Context: an optimization exercise on an open-source flow, tuned for small area. The choices shown serve that exercise and are no tape-out recipe. Only simulation tests tie the RTL to the original design; equivalence was not proved. No activity file was given, so power comes from the tool's default toggle rates.

File: flow/config.mk
export PLATFORM = sky130hd
export DESIGN_NAME = executeStage
export DESIGN_NICKNAME = executeStage
export VERILOG_FILES = /design/flow/design.v
export SDC_FILE = /design/flow/constraint.sdc
export NUM_CORES = 4
export LEC_CHECK = 0
export CAP_MARGIN = 20
export CORE_MARGIN = 2
export CORE_UTILIZATION = 58
export GPL_TIMING_DRIVEN = 0
export SETUP_SLACK_MARGIN = 0
export SLEW_MARGIN = 20
File: flow/constraint.sdc
create_clock -name core_clock -period 8.0 [get_ports {clk}]
set_input_delay 1.6000 -clock core_clock [delete_from_list [all_inputs] [get_ports {clk}]]
set_output_delay 1.6000 -clock core_clock [all_outputs]
set_load 0.01 [all_outputs]
File: flow/design.v
package rvPkg;
    typedef logic [31:0] dataWord;
    typedef logic [4:0] regAddr;
    typedef enum logic [2:0] {
        aluAdd = 3'd0,
        aluSub = 3'd1,
        aluAnd = 3'd2,
        aluOr  = 3'd3,
        aluXor = 3'd4,
        aluSlt = 3'd5,
        aluSll = 3'd6,
        aluSrl = 3'd7
    } aluOp;
    typedef enum logic [1:0] {
        brNone = 2'd0,
        brBeq  = 2'd1,
        brBne  = 2'd2,
        brBlt  = 2'd3
    } branchKind;
    typedef enum logic [1:0] {
        jmpNone = 2'd0,
        jmpJal  = 2'd1,
        jmpJalr = 2'd2
    } jumpKind;
    typedef enum logic [1:0] {
        resAlu     = 2'd0,
        resMem     = 2'd1,
        resPcPlus4 = 2'd2
    } resultKind;
    typedef enum logic [1:0] {
        fwdRegFile = 2'd0,
        fwdFromMem = 2'd1,
        fwdFromWb  = 2'd2
    } fwdSel;
endpackage
module executeStage #(
    parameter int dataWidth    = 32,
    parameter int regAddrWidth = 5
) (
    input  logic              clk,
    input  logic              rstN,
    input  logic              clr,
    input  logic              regWriteD,
    input  logic [1:0]        resultSrcD,
    input  logic              memWriteD,
    input  logic              byteAddrD,
    input  logic [1:0]       jumpTypeD,
    input  logic [1:0]       branchTypeD,
    input  logic [2:0]       aluControlD,
    input  logic              aluSrcD,
    input  logic [31:0]      rd1D,
    input  logic [31:0]      rd2D,
    input  logic [31:0]      pcD,
    input  logic [4:0]       rs1D,
    input  logic [4:0]       rs2D,
    input  logic [4:0]       rdD,
    input  logic [31:0]      immExtD,
    input  logic [31:0]      pcPlus4D,
    input  logic [4:0]       rdW,
    input  logic              regWriteW,
    input  logic [31:0]      resultW,
    output logic              pcSrcE,
    output logic [31:0]      pcTargetE,
    output logic              regWriteM,
    output logic [1:0]        resultSrcM,
    output logic              memWriteM,
    output logic              byteAddrM,
    output logic [31:0]      aluResultM,
    output logic [31:0]      writeDataM,
    output logic [4:0]       rdM,
    output logic [31:0]      pcPlus4M
);
    logic        regWriteE, memWriteE;
    logic [1:0]  jumpTypeE, branchTypeE;
    logic [1:0]  resultSrcE;
    logic        byteAddrE, aluSrcE;
    logic [2:0]  aluControlE;
    logic [31:0] rd1E, rd2E, pcE, immExtE, pcPlus4E;
    logic [4:0]  rs1E, rs2E, rdE;
    always_ff @(posedge clk or negedge rstN) begin
        if (!rstN) begin
            regWriteE   <= 1'b0;
            memWriteE   <= 1'b0;
            jumpTypeE   <= 2'd0;
            branchTypeE <= 2'd0;
        end else begin
            regWriteE   <= regWriteD & ~clr;
            memWriteE   <= memWriteD & ~clr;
            jumpTypeE   <= jumpTypeD & {2{~clr}};
            branchTypeE <= branchTypeD & {2{~clr}};
        end
    end
    always_ff @(posedge clk) begin
        resultSrcE  <= resultSrcD;
        byteAddrE   <= byteAddrD;
        aluSrcE     <= aluSrcD;
        aluControlE <= aluControlD;
        rd1E        <= rd1D;
        rd2E        <= rd2D;
        pcE         <= pcD;
        immExtE     <= immExtD;
        pcPlus4E    <= pcPlus4D;
        rs1E        <= rs1D;
        rs2E        <= rs2D;
        rdE         <= rdD;
    end
    logic        fwdMOk;
    logic        aFromM, aFromW, bFromM, bFromW;
    logic [31:0] srcA, wdE;
    logic        rs1Nz, rs2Nz;
    logic [31:0] aEarly, bEarly;
    assign rs1Nz  = |rs1E;
    assign rs2Nz  = |rs2E;
    assign fwdMOk = regWriteM & (resultSrcM == 2'd0);
    assign aFromM = fwdMOk & rs1Nz & (rdM == rs1E);
    assign bFromM = fwdMOk & rs2Nz & (rdM == rs2E);
    assign aFromW = regWriteW & rs1Nz & ~aFromM & (rdW == rs1E);
    assign bFromW = regWriteW & rs2Nz & ~bFromM & (rdW == rs2E);
    assign aEarly = aFromM ? aluResultM : rd1E;
    assign bEarly = bFromM ? aluResultM : rd2E;
    assign srcA   = aFromW ? resultW : aEarly;
    assign wdE    = bFromW ? resultW : bEarly;
    logic [31:0] srcB, bx, aluG, aluP, aluSum, shIn, shOut, aluResultE;
    logic        isSub, sltBit;
    assign srcB  = aluSrcE ? immExtE : wdE;
    assign isSub = (aluControlE == 3'd1) | (aluControlE == 3'd5);
    assign bx    = srcB ^ {32{isSub}};
    assign aluG  = srcA & bx;
    assign aluP  = srcA ^ bx;
    bkAdd32 uAluAdd (.g(aluG), .p(aluP), .cin(isSub), .s(aluSum));
    assign sltBit = (srcA[31] ^ srcB[31]) ? srcA[31] : aluSum[31];
    always_comb begin
        for (int i = 0; i < 32; i++) shIn[i] = aluControlE[0] ? srcA[31-i] : srcA[i];
    end
    assign shOut = shIn << srcB[4:0];
    logic selArith, selAnd, selOr, selXor, selSlt, selSll, selSrl;
    logic [31:0] shRev;
    assign selArith = aluControlE[2:1] == 2'd0;
    assign selAnd   = aluControlE == 3'd2;
    assign selOr    = aluControlE == 3'd3;
    assign selXor   = aluControlE == 3'd4;
    assign selSlt   = aluControlE == 3'd5;
    assign selSll   = aluControlE == 3'd6;
    assign selSrl   = aluControlE == 3'd7;
    always_comb begin
        for (int i = 0; i < 32; i++) shRev[i] = shOut[31-i];
    end
    assign aluResultE = ({32{selArith}} & aluSum)
                      | ({32{selAnd | selOr}} & aluG)
                      | ({32{selXor | selOr}} & aluP)
                      | ({32{selSll}} & shOut)
                      | ({32{selSrl}} & shRev)
                      | {31'd0, selSlt & sltBit};
    logic        brEq, brLt, takeBranch, isJalr;
    logic [31:0] tBase, tSum;
    cmp32 uCmp (.a(srcA), .b(wdE), .eq(brEq), .lt(brLt));
    always_comb begin
        case (branchTypeE)
            2'd1:    takeBranch = brEq;
            2'd2:    takeBranch = ~brEq;
            2'd3:    takeBranch = brLt;
            default: takeBranch = 1'b0;
        endcase
    end
    assign isJalr = jumpTypeE[1];
    assign pcSrcE = (jumpTypeE != 2'd0) | takeBranch;
    assign tBase = isJalr ? srcA : pcE;
    ksAdd32 uTgtAdd (.g(tBase & immExtE), .p(tBase ^ immExtE), .cin(1'b0), .s(tSum));
    assign pcTargetE = {tSum[31:1], tSum[0] & ~isJalr};
    always_ff @(posedge clk or negedge rstN) begin
        if (!rstN) begin
            regWriteM <= 1'b0;
            memWriteM <= 1'b0;
        end else begin
            regWriteM <= regWriteE;
            memWriteM <= memWriteE;
        end
    end
    always_ff @(posedge clk) begin
        resultSrcM <= resultSrcE;
        byteAddrM  <= byteAddrE;
        aluResultM <= aluResultE;
        writeDataM <= wdE;
        rdM        <= rdE;
        pcPlus4M   <= pcPlus4E;
    end
endmodule
module ksAdd32 (
    input  logic [31:0] g,
    input  logic [31:0] p,
    input  logic        cin,
    output logic [31:0] s
);
    logic [31:0] G, P, Gn, Pn;
    always_comb begin
        G = g;
        P = p;
        G[0] = g[0] | (p[0] & cin);
        for (int l = 0; l < 5; l++) begin
            Gn = G;
            Pn = P;
            for (int i = 0; i < 32; i++) begin
                if (i >= (1 << l)) begin
                    Gn[i] = G[i] | (P[i] & G[i - (1 << l)]);
                    Pn[i] = P[i] & P[i - (1 << l)];
                end
            end
            G = Gn;
            P = Pn;
        end
        s[0] = p[0] ^ cin;
        for (int i = 1; i < 32; i++) s[i] = p[i] ^ G[i-1];
    end
endmodule
module bkAdd32 (
    input  logic [31:0] g,
    input  logic [31:0] p,
    input  logic        cin,
    output logic [31:0] s
);
    logic [31:0] G, P;
    always_comb begin
        G = g;
        P = p;
        G[0] = g[0] | (p[0] & cin);
        for (int l = 0; l < 5; l++) begin
            for (int i = 0; i < 32; i++) begin
                if ((i + 1) % (2 << l) == 0) begin
                    G[i] = G[i] | (P[i] & G[i - (1 << l)]);
                    P[i] = P[i] & P[i - (1 << l)];
                end
            end
        end
        for (int l = 3; l >= 0; l--) begin
            for (int i = 0; i < 32; i++) begin
                if ((i + 1) % (2 << l) == (1 << l) && i >= (2 << l)) begin
                    G[i] = G[i] | (P[i] & G[i - (1 << l)]);
                    P[i] = P[i] & P[i - (1 << l)];
                end
            end
        end
        s[0] = p[0] ^ cin;
        for (int i = 1; i < 32; i++) s[i] = p[i] ^ G[i-1];
    end
endmodule
module cmp32 (
    input  logic [31:0] a,
    input  logic [31:0] b,
    output logic        eq,
    output logic        lt
);
    logic [31:0] E, L;
    always_comb begin
        E = ~(a ^ b);
        L = ~a & b;
        L[31] = a[31] & ~b[31];
        for (int l = 0; l < 5; l++) begin
            for (int i = 0; i < 32; i++) begin
                if ((i + 1) % (2 << l) == 0) begin
                    L[i] = L[i] | (E[i] & L[i - (1 << l)]);
                    E[i] = E[i] & E[i - (1 << l)];
                end
            end
        end
        eq = E[31];
        lt = L[31];
    end
endmodule
File: flow/flow/run.sh
#!/bin/bash
# Layout flow: the standard ORFS flow with three changes.
#  - synthesis: the standard script, but ABC maps the logic for area
#    (flow/abc_area.script, used through ABC_AREA=1); the resizer later sizes
#    what the timing needs. Registers are untouched, so they keep the
#    standard synthesis's names and cells.
#  - clock tree: clkbuf_8 buffers, sink clusters of up to 16, no dummy loads.
#  - placement: the smallest buffer (buf_1) on every port instead of the
#    delay cell that buffer_ports picks by default.
# Each tool's output goes to its own log in this folder.
set -euo pipefail
W=$PWD
rm -rf "$W/scripts_abc"
cp -r "$FLOW_HOME/scripts" "$W/scripts_abc"
cp "$W/flow/abc_area.script" "$W/scripts_abc/abc_area.script"
export BUFFER_PORTS_ARGS="-buffer_cell sky130_fd_sc_hd__buf_1"
export CTS_ARGS="-sink_clustering_enable -repair_clock_nets -dont_use_dummy_load -buf_list sky130_fd_sc_hd__clkbuf_8 -sink_clustering_size 16 -sink_clustering_max_diameter 65"
bash standard.sh SCRIPTS_DIR="$W/scripts_abc" ABC_AREA=1 synth > synth.log 2>&1
bash standard.sh finish > layout.log 2>&1
File: flow/flow/abc_area.script
strash
dch
amap
topo
File: flow/standard.sh
#!/bin/bash
# synth_recipe.tcl (not shown) runs the flow's synth.tcl, then flattens the netlist and writes it again
# the make line also repeats each setting of config.mk as NAME=value (left out here)
make -C /OpenROAD-flow-scripts/flow DESIGN_CONFIG=/design/flow/config.mk WORK_HOME=/design/flow/orfs CLKGATE_MAP_FILE= SYNTH_SCRIPT=/design/flow/synth_recipe.tcl "${@:-finish}"
==> results.cfg, run 1 <==
[job]
drv_cap = 0

[route]
met3WireLength_um = 6220
route.met2.wl_um = 24500
vias = 15113
avgRoutedWirePerCell_um = 23.8
final_antenna_net_count = 0
drt_wl_total_um = 53400
dr.max_layer_used = met4
drcViolationCount = 0
drtIter0Drc = 1746
drt_pass1_iterations = 7
wl_met1_um = 19600
vias_per_cell = 6.74

[synth]
synthXorXnorAreaFrac = 0.00131
synth_compound_area_frac = 0.315
ys.flop_type = dfxtp_1
synth_fa_ha_area_frac = 0.114
synth.distinct_cells = 46
synth_nets = 1792
yosys.area_share.simple = 0.0894
ys_seq_elements = 294
synthMuxAreaShare = 0
synthArstFlopShare = 0.0272
synth-edff-count = 0
synth_top_family_by_area = compound AO/OA/AOI/OAI gates
syn_area_um2 = 13400
yosysWarningCount = 4
synth_area_leaders = dfxtp_1 (43%), o22ai_1 (9.6%), ha_1 (8.9%)
ys_seq_area_frac = 0.442
synth_top_area_share = 0.427
synth_top_area_cell = dfxtp_1
avgSynthCellArea_um2 = 9.24
syn_inst = 1451

[critical_path]
max_stage_delay_ns = 0.34
cp.arrival_ns = 7.78
r2r_end = aluResultM[0]$_DFF_P_
cp.required_ns = 6.40
r2r-start = rs2E[3]$_DFF_P_
rr_worst_depth = 39
path_common_cell = clkinv_2
start_kind = input port
crit_fanout = 8
crit_type = input port to output pin
slowest_stage = o31ai_4
setup.worst_path.end = pcTargetE[31]
r2r_setup_slack_ns = -0.18
cp-startpoint = rdW[3]
end_kind = output pin

[floorplan]
die_h_um = 156
die_x_um = 156
fp-row-count = 55
initial_core_util = 0.592
ioPinCount = 368
dieArea_um2 = 24400
core_area_um2 = 22600

[final_layout]
fin_nets = 2299
multi_input_area_um2 = 8040
area_growth_pct = 32.4
num_antenna_cells = 0
design_area_um2 = 17800
fin_util = 0.784
seq_area_um2 = 5930
fillCellCount = 1435
drive_above_1_share = 0.168

[pwr]
power.density_nw_per_um2 = 201
peakVddDrop_mv = 0.203
power_leakage_uw = 0.00677

[timing]
layout_min_cycle_time_ns = 9.38
tightest_slew_ns = 1.05
period_share = 1.17
clock_skew_ns = 0.0761
rsz0062_at_grt = yes
final-max-slew-violation-count = 0
finalSetupViolCount = 20
hold_violations = 0
slew_headroom = 0.295
tns_ns = -17.51
worst_slack_ns = -1.38
max_freq_mhz = 107

[clock_tree]
cts.path.max_buffers = 3
cts.sinks = 294
htreeDepth = 1
clock_latency_ns = 0.61
cts_buffers = 24
clk_pin_slew_worst_paths_ns = 0.10
cts_tree = yes
cts_root_buffer = clkbuf_8

[placed_design]
place_area_um2 = 16000
hpwl_um = 34400
routabilityCongestion = 0.969
io_buffers = 367

[grt]
grt_antenna_before_repair = 0
first_global_vias = 14426
grt.overflow.total = 0
grt_pass1_wl_um = 76800
grt_usage = 0.401
grt_max_degree = 38

[outcome]
status = failed layout checks
failed_checks = negative setup slack

[worst_hold_path]
min_path_type = register to register
==> cells by family (layout without fill, tap and decap cells) <==
group	count (synthesis)	in the layout
fa+ha+maj	112	112
buf+inv	136	636
compound gates	627	631
xor+xnor	2	2
flops	294	294
simple gates	280	281
==> routing by layer <==
layer | GRT usage | vias up
li1 | - | 6667
met1 | 0.494 | 6991
met2 | 0.668 | 1172
met3 | 0.0878 | 283
met4 | 0.194 | 0
met5 | 0 | -
==> synthesized netlist by cell type, types with 3 or more instances <==
library cell and n:
o21ai_0 107, a21oi_1 74, nor2b_1 8, dfxtp_1 286, a211oi_1 10, a22o_1 18
o221ai_1 30, o22ai_1 206, or3_1 4, o31ai_1 20, nand2_1 132, or2_0 7
a2111oi_0 4, a31oi_1 5, o21a_1 7, a22oi_1 30, a21o_1 6, ha_1 95
clkinv_1 136, nor4_1 8, a221oi_1 14, fa_1 17, nor2_1 84, nand4_1 13
a32oi_1 4, o32a_1 3, dfrtp_1 8, a221o_1 5, o22a_1 54, a222oi_1 18
nand3_1 12, nor3_1 6
==> per-stage QoR <==
step                hold slack [ns]  worst slack, ns  power (uW)  instances
global route                  0.315            -1.65        3700       2241
global placement              0.310            -4.41        2600       2103
CTS                           0.320            -1.18        3430       2207
detailed placement            0.313            -3.01        2640       2118
finish                        0.306            -1.38        3570       2241
floorplan                     0.310            -1.61        2310       1451
==> placed cells by master, fill, tap and decap left out, types with 54 or more instances in the layout <==
master / n
nand2_1: 129
a21oi_1: 67
o22ai_1: 181
buf_4: 85
buf_1: 345
nor2_1: 77
clkinv_1: 91
ha_1: 92
o21ai_0: 88
o22a_1: 54
dfxtp_1: 283
==> worst min-delay path by stage <==
| stage | start | end | slack (ns) | cells after the start |
|---|---|---|---|---|
| 2_1_floorplan | byteAddrE$_DFF_P_ | byteAddrM$_DFF_P_ | 0.31 | 0 |
| 3_3_place_gp | pcPlus4E[4]$_DFF_P_ | pcPlus4M[4]$_DFF_P_ | 0.31 | 0 |
| 3_5_place_dp | resultSrcE[0]$_DFF_P_ | resultSrcM[0]$_DFF_P_ | 0.31 | 0 |
| 4_1_cts | pcPlus4E[0]$_DFF_P_ | pcPlus4M[0]$_DFF_P_ | 0.32 | 0 |
| 5_1_grt | pcPlus4E[0]$_DFF_P_ | pcPlus4M[0]$_DFF_P_ | 0.31 | 0 |
| 6_report | pcPlus4E[0]$_DFF_P_ | pcPlus4M[0]$_DFF_P_ | 0.31 | 0 |
==> state kept, by name, indices dropped and copies added (netlist names), 3 cells and up <==
signal / flops
aluResultM: 32
rs1E: 5
pcE: 32
rdE: 5
rd1E: 32
rs2E: 5
rd2E: 32
pcPlus4M: 32
aluControlE: 3
pcPlus4E: 32
immExtE: 32
writeDataM: 32
rdM: 5
==> cell type report <==
class | count | area share
repair buffers | 473 | 0.134
repair inverters | 3 | 0.00169
flip-flops and latches | 294 | 0.334
well taps | 285 | 0.0201
inverters | 136 | 0.0384
multi-input cells | 1026 | 0.453
clock buffers | 24 | 0.0186
==> critical path, delay by kind of cell <==
kind | cells | cell delay (ns)
AOI/OAI and AO/OA | 14 | 2.89
adders and majority gates | 1 | 0.19
buffers and inverters | 18 | 2.29
and+or+nand+nor | 5 | 0.77
==> power by group <==
group	internal [uW]	switching (uW)	leakage, uW
combinational	465	712	0.00408
clock	268	469	0.000173
sequential	1570	79.5	0.00251
total	2300	1260	0.00677
==> repair_timing <==
action,CTS,global route
pin swaps,33,29
endpoints found under the setup margin,48,33
gates cloned,7,1
gates resized for setup,100,56
setup buffers,58,33
hold buffers,0,0
==> run 2: changes to the inputs <==
==> flow/flow/abc_area.script (replaced) <==
strash
dch
map -a
topo
==> run 2 against run 1 <==
Effect of this change: now clean on timing, DRC and antenna; power is 5.2% lower; worst setup slack better by 1.7 ns; synthesized area is 5.1% higher; combinational power is 14% lower; clock skew is 0.018 ns lower; sequential power hardly changed; critical path type unchanged; highest routed layer unchanged.
==> results.cfg, run 2 <==
[floorplan]
die_h_um = 160
fp-row-count = 57
core_area_um2 = 24100
initial_core_util = 0.585
ioPinCount = 368
die_x_um = 160
dieArea_um2 = 25600

[critical_path]
crit_type = input port to output pin
crit_fanout = 6
rr_worst_depth = 35
cpLargestDelayFamily = simple AND/OR/NAND/NOR gates
slowest_stage = ha_1
path_common_cell = nand3_1
cp.required_ns = 6.40
max_stage_delay_ns = 0.38
start_kind = input port
r2r_setup_slack_ns = 0.71
end_kind = output pin
critPathBufInv = 5
cp.arrival_ns = 6.09
path_depth = 33

[final_layout]
area_growth_pct = 21.0
final_common_cell = nand2_1
seq_area_um2 = 5930
fin_nets = 2515
multi_input_area_um2 = 8080
design_area_um2 = 17100
final_cell_mix = nand2_1 (420), buf_1 (363), dfxtp_1 (284)
drive_above_1_share = 0.0700
fillCellCount = 2006
num_antenna_cells = 0

[grt]
grt.overflow.total = 0
grt_usage = 0.351
grt_pass1_wl_um = 72400
grt_antenna_before_repair = 0
first_global_vias = 13987
grt_max_degree = 38

[worst_hold_path]
min_path_type = register to register
min_path_cells = 0

[clock_tree]
cts.path.max_buffers = 3
clock_latency_ns = 0.58
cts_buffers = 24
cts_tree = yes
clk_pin_slew_worst_paths_ns = 0.09
cts.sinks = 294
cts_root_buffer = clkbuf_8
htreeDepth = 1

[route]
drtIter0Drc = 1271
avgRoutedWirePerCell_um = 18.7
vias = 14279
vias_per_cell = 5.72
final_antenna_net_count = 0
drt_wl_total_um = 46800
drcViolationCount = 0
drt_pass1_iterations = 6

[timing]
period_share = 0.962
finalSetupViolCount = 0
layout_min_cycle_time_ns = 7.69
max_freq_mhz = 130
hold_violations = 0
clock_skew_ns = 0.0577
slew_headroom = 0.343
tightest_slew_ns = 0.979
final-max-slew-violation-count = 0

[job]
drv_cap = 0

[synth]
synth_area_leaders = dfxtp_1 (41%), nand2_1 (11%), ha_1 (8.4%)
ys_seq_elements = 294
syn_area_um2 = 14100
synth_top_area_share = 0.406
synthArstFlopShare = 0.0272
synth.distinct_cells = 36
synth-edff-count = 0
ys_seq_area_frac = 0.420
synth_nets = 2075
yosysWarningCount = 4
syn_inst = 1734
synth_top_area_cell = dfxtp_1
synth.most_common_cell = nand2_1
ys.flop_type = dfxtp_1
avgSynthCellArea_um2 = 8.13
synthTopCellsByCount = nand2_1 (429), dfxtp_1 (286), o21ai_0 (195)

[pwr]
power_leakage_uw = 0.00701
peakVddDrop_mv = 0.232
power.density_nw_per_um2 = 198
total_power_uw = 3380

[placed_design]
routabilityCongestion = 0.944
hpwl_um = 34500
place_area_um2 = 16300
io_buffers = 367

[outcome]
status = complete, no violations
-- run 2: changes by cell type after synthesis, sizes merged, moves of 21 or more --
cell	change
mux2i	+30
o22a	-53
nor2	+46
xor2	+69
nand3	+47
o2111ai	+21
nand2	+297
o21ai	+88
o22ai	-190
o221ai	-23
-- run 2: repair_timing --
action                     CTS  global route
setup endpoints to repair   34            19
cloned                       6             2
pin swaps                    8            18
gates resized for setup     36            43
setup buffers                9            18
hold buffers                 0             0
-- run 2: layout make-up --
| cell class | instances | share of cell area |
|---|---|---|
| well taps | 324 | 0.0238 |
| repair inverters | 4 | 0.00125 |
| multi-input cells | 1319 | 0.474 |
| repair buffers | 406 | 0.105 |
| flip-flops and latches | 294 | 0.347 |
| clock buffers | 24 | 0.0194 |
| inverters | 125 | 0.0291 |
-- run 2: final timing paths --
path,from,endpoint
worst max-delay path,regWriteW,pcTargetE[31]
worst min-delay path,pcPlus4E[6]$_DFF_P_,pcPlus4M[6]$_DFF_P_
worst max register to register,regWriteM$_DFF_PN0_,aluResultM[0]$_DFF_P_
worst min register to register,pcPlus4E[6]$_DFF_P_,pcPlus4M[6]$_DFF_P_
max in group asynchronous,rstN,branchTypeE[0]$_DFF_PN0_
min in group asynchronous,rstN,regWriteE$_DFF_PN0_
-- run 2: metrics by stage --
stage / setup WS, ns / hold WS [ns] / cells / util / TNS, ns
after global routing: -0.0136 / 0.319 / 2496 / 0.708 / -0.0195
after detailed placement: -2.01 / 0.312 / 2437 / 0.675 / -37.84
after floorplan: -0.550 / 0.310 / 1734 / - / -1.61
final: 0.306 / 0.312 / 2496 / 0.708 / 0
after CTS: 0.000555 / 0.310 / 2476 / 0.697 / 0
after global placement: -3.76 / 0.310 / 2425 / 0.664 / -148.48
-- run 2: report_power, final --
group / internal, uW / leakage (uW) / switching [uW]
logic: 370 / 0.00432 / 639
registers: 1580 / 0.00251 / 68.8
clock network: 268 / 0.000173 / 458
total: 2210 / 0.00701 / 1170
-- run 2: worst reg2reg max path: cells and delay by family, from the launching register on --
kind | cells | cell delay [ns]
adders and majority gates | 2 | 0.55
buffers and inverters | 2 | 0.46
and+or+nand+nor | 15 | 2.38
xor gates and xnor gates | 2 | 0.38
DFF | 1 | 0.35
AOI/OAI and AO/OA | 14 | 3.08
-- run 2: layer usage --
metal  track usage  part of all wire
met1         0.437              0.40
met2         0.601              0.47
met3        0.0670             0.087
met4         0.142             0.042
met5             0                 0
-- run 2: cell families after synthesis --
| family | Yosys count | share of synthesized area |
|---|---|---|
| AOI/OAI and AO/OA | 419 | 0.173 |
| xor gates and xnor gates | 84 | 0.0522 |
| adders and majority gates | 112 | 0.108 |
| buffers and inverters | 125 | 0.0333 |
| DFF | 294 | 0.420 |
| muxes | 30 | 0.0213 |
| and+or+nand+nor | 670 | 0.191 |
==> run 3: changes to the inputs <==
--- a/flow/flow/run.sh
+++ b/flow/flow/run.sh
@@ -14,6 +14,6 @@
 cp -r "$FLOW_HOME/scripts" "$W/scripts_abc"
 cp "$W/flow/abc_area.script" "$W/scripts_abc/abc_area.script"
 export BUFFER_PORTS_ARGS="-buffer_cell sky130_fd_sc_hd__buf_1"
-export CTS_ARGS="-sink_clustering_enable -repair_clock_nets -dont_use_dummy_load -buf_list sky130_fd_sc_hd__clkbuf_8 -sink_clustering_size 16 -sink_clustering_max_diameter 65"
+export CTS_ARGS="-sink_clustering_enable -repair_clock_nets -dont_use_dummy_load -buf_list sky130_fd_sc_hd__clkbuf_16 -sink_clustering_size 28 -sink_clustering_max_diameter 90"
 bash standard.sh SCRIPTS_DIR="$W/scripts_abc" ABC_AREA=1 synth > synth.log 2>&1
 bash standard.sh finish > layout.log 2>&1
==> run 3 against run 2 <==
Effect of this change: register-to-register slack gained 0.07 ns; highest routed layer unchanged; non-clock buffer count rose by 1; count of clock-buffer cells in the layout fell by 10; critical path type unchanged; worst setup slack worse by 0.085 ns; synthesized area is the same; die area is the same; critical path depth is 6 higher.
==> results.cfg, run 3 <==
[synth]
ys_seq_area_frac = 0.420
syn_area_um2 = 14100
synthTopCellsByCount = nand2_1 (429), dfxtp_1 (286), o21ai_0 (195)
synth_nets = 2075
ys.flop_type = dfxtp_1
ys_seq_elements = 294
synthArstFlopShare = 0.0272
synth.most_common_cell = nand2_1
synth.distinct_cells = 36
yosysWarningCount = 4
synth-edff-count = 0
synth_top_area_cell = dfxtp_1
syn_inst = 1734
synth_top_area_share = 0.406
synth_area_leaders = dfxtp_1 (41%), nand2_1 (11%), ha_1 (8.4%)
avgSynthCellArea_um2 = 8.13

[final_layout]
fin_nets = 2506
fin_util = 0.711
num_antenna_cells = 0
multi_input_area_um2 = 8110
drive_above_1_share = 0.0684
seq_area_um2 = 5930
final_common_cell = nand2_1
area_growth_pct = 21.6
fillCellCount = 1971
final_cell_mix = nand2_1 (418), buf_1 (362), dfxtp_1 (284)

[grt]
grt_pass1_wl_um = 72600
grtUsageMet1 = 0.442
grt.overflow.total = 0
top_usage_layer = met2
grt.met3_usage = 0.0668
grt_util_met2 = 0.613
grt_usage = 0.354
first_global_vias = 13953
grt_max_degree = 38
grt_antenna_before_repair = 0

[outcome]
status = complete, no violations

[clock_tree]
hold_buffers = 0
cts.sinks = 294
clk_pin_slew_worst_paths_ns = 0.10
cts_root_buffer = clkbuf_16
clock_latency_ns = 0.52
cts.path.max_buffers = 3
cts_buffers = 14
cts_tree = yes
htreeDepth = 1

[critical_path]
slowest_stage = fa_2
cp.arrival_ns = 6.18
crit_type = input port to output pin
rr_worst_depth = 37
r2r-start = regWriteM$_DFF_PN0_
end_kind = output pin
cp.required_ns = 6.40
r2r_setup_slack_ns = 0.78
crit_fanout = 4
r2r_end = aluResultM[0]$_DFF_P_
max_stage_delay_ns = 0.36
start_kind = input port

[timing]
layout_min_cycle_time_ns = 7.78
final-max-slew-violation-count = 0
tightest_slew_ns = 0.986
finalSetupViolCount = 0
slew_headroom = 0.339
clock_skew_ns = 0.0452
period_share = 0.972
tns_ns = 0
max_freq_mhz = 129
hold_violations = 0

[pwr]
p_comb_frac = 0.297
swShare = 0.338
peakVddDrop_mv = 0.257
internal_power_uw = 2270
pwr-share-seq = 0.480
power_leakage_uw = 0.00703
pwr-share-clk = 0.223
power_switching_uw = 1160
power.density_nw_per_um2 = 200

[floorplan]
core_area_um2 = 24100
fp-row-count = 57
dieArea_um2 = 25600
initial_core_util = 0.585
die_h_um = 160
die_x_um = 160
ioPinCount = 368

[route]
vias = 14176
final_antenna_net_count = 0
drt_wl_total_um = 47200
drcViolationCount = 0
vias_per_cell = 5.70
avgRoutedWirePerCell_um = 19.0
drtIter0Drc = 1379
drt_pass1_iterations = 5

[worst_hold_path]
min_path_cells = 0
hold_start = rdE[1]$_DFF_P_
min_path_type = register to register
hold_end = rdM[1]$_DFF_P_

[job]
drv_cap = 0

[placed_design]
hpwl_um = 34500
io_buffers = 367
routabilityCongestion = 0.944
[run 3: cell counts after synthesis]
No cell type changed its count.
[run 3: power by group through the flow]
| stage | registers [uW] | clock network [uW] | logic (uW) |
|---|---|---|---|
| global route | 1660 | 817 | 1130 |
| finish | 1650 | 762 | 1020 |
| floorplan | 1690 | 0 | 603 |
| CTS | 1640 | 770 | 972 |
| detailed placement | 1680 | 0 | 951 |
| global placement | 1670 | 0 | 917 |
[run 3: worst max path at each step]
stage                     cells past startpoint               endpoint  slack [ns]             from
after detailed placement                     36  aluResultM[0]$_DFF_P_       -2.01           rdW[4]
after global routing                         35          pcTargetE[28]       -0.11           rdW[2]
final                                        39          pcTargetE[28]        0.22           rdW[2]
after floorplan                              37  aluResultM[0]$_DFF_P_       -0.55           rdW[4]
after global placement                       35  aluResultM[0]$_DFF_P_       -3.76  rs2E[3]$_DFF_P_
after CTS                                    28          pcTargetE[27]       0.001           rdW[2]
[run 3: cells by family (layout without fill, tap and decap cells)]
family                     Yosys count  after routing  share of synthesized area
and+or+nand+nor                    670            671                      0.191
AOI/OAI and AO/OA                  419            422                      0.173
DFF                                294            294                      0.420
buffers and inverters              125            550                     0.0333
adders and majority gates          112            112                      0.108
xor gates and xnor gates            84             84                     0.0522
muxes                               30             30                     0.0213
[run 3: timing repair]
action / 4_1_cts / 5_1_grt
endpoints found under the setup margin: 34 / 20
resized for setup: 35 / 54
buffers inserted: 8 / 20
gates cloned: 6 / 2
pin swaps: 7 / 18
[run 3: through the flow]
| stage | power [uW] | instance area, um^2 | instances | hold WS (ns) | setup WS [ns] |
|---|---|---|---|---|---|
| 3_5_place_dp | 2630 | 16300 | 2437 | 0.312 | -2.01 |
| 5_1_grt | 3600 | 17100 | 2487 | 0.306 | -0.111 |
| 6_report | 3420 | 17100 | 2487 | 0.311 | 0.222 |
| 3_3_place_gp | 2590 | 16000 | 2425 | 0.310 | -3.76 |
| 4_1_cts | 3380 | 16800 | 2465 | 0.309 | 0.00125 |
| 2_1_floorplan | 2290 | 14200 | 1734 | 0.310 | -0.550 |
[run 3: final cells by class]
class | count | share of cell area
Tap cell | 324 | 0.0237
Sequential cell | 294 | 0.346
Timing Repair Buffer | 407 | 0.106
Inverter | 125 | 0.0296
Timing Repair inverter | 4 | 0.00161
Multi-Input combinational cell | 1319 | 0.473
Clock buffer | 14 | 0.0204
[run 3: per-layer routing]
metal | wire (um) | up-vias
met2 | 22500 | 653
li1 | - | 6838
met3 | 3970 | 113
met1 | 19000 | 6572
met5 | 0 | -
met4 | 1790 | 0
[run 3: worst max-delay path, delay by kind of cell]
family,cells,cell delay [ns]
and+or+nand+nor,23,2.35
AOI/OAI and AO/OA,6,0.78
buffers and inverters,7,0.73
xor gates and xnor gates,1,0.15
adders and majority gates,2,0.59

separate check: timing with driven ports:
The results above use ideal ports. As a check the final layouts listed here were re-extracted and re-timed, cells and wires unchanged.
Step 1 sets driving cells, clkbuf_16 on the clock port and buf_2 on the other inputs (assumed; they add their load-dependent delay and slew).
Step 2 adds t to the input delays and takes it off the output delays; t is the mean of the earliest and latest rising clock arrival at the registers after step 1. Input paths then give back, and output paths get back, about the clock's delay inside the block.
a / b / c = no drivers / after step 1 / after step 2; a / b = the first two.
run	shift t [ns]	setup slack, ns	worst register clock-pin slew, ns
run 1	0.615	-1.379 / -1.422 / -1.422	0.10 / 0.10
run 2	0.602	0.306 / 0.284 / -0.146	0.11 / 0.11
run 3	0.547	0.222 / 0.198 / -0.102	0.11 / 0.11
Met with ideal ports but missed after step 2: setup timing in run 2 and run 3. The setup slack of run 2, which loses most, moves by -0.022 ns with the drivers and by -0.452 ns with both steps.
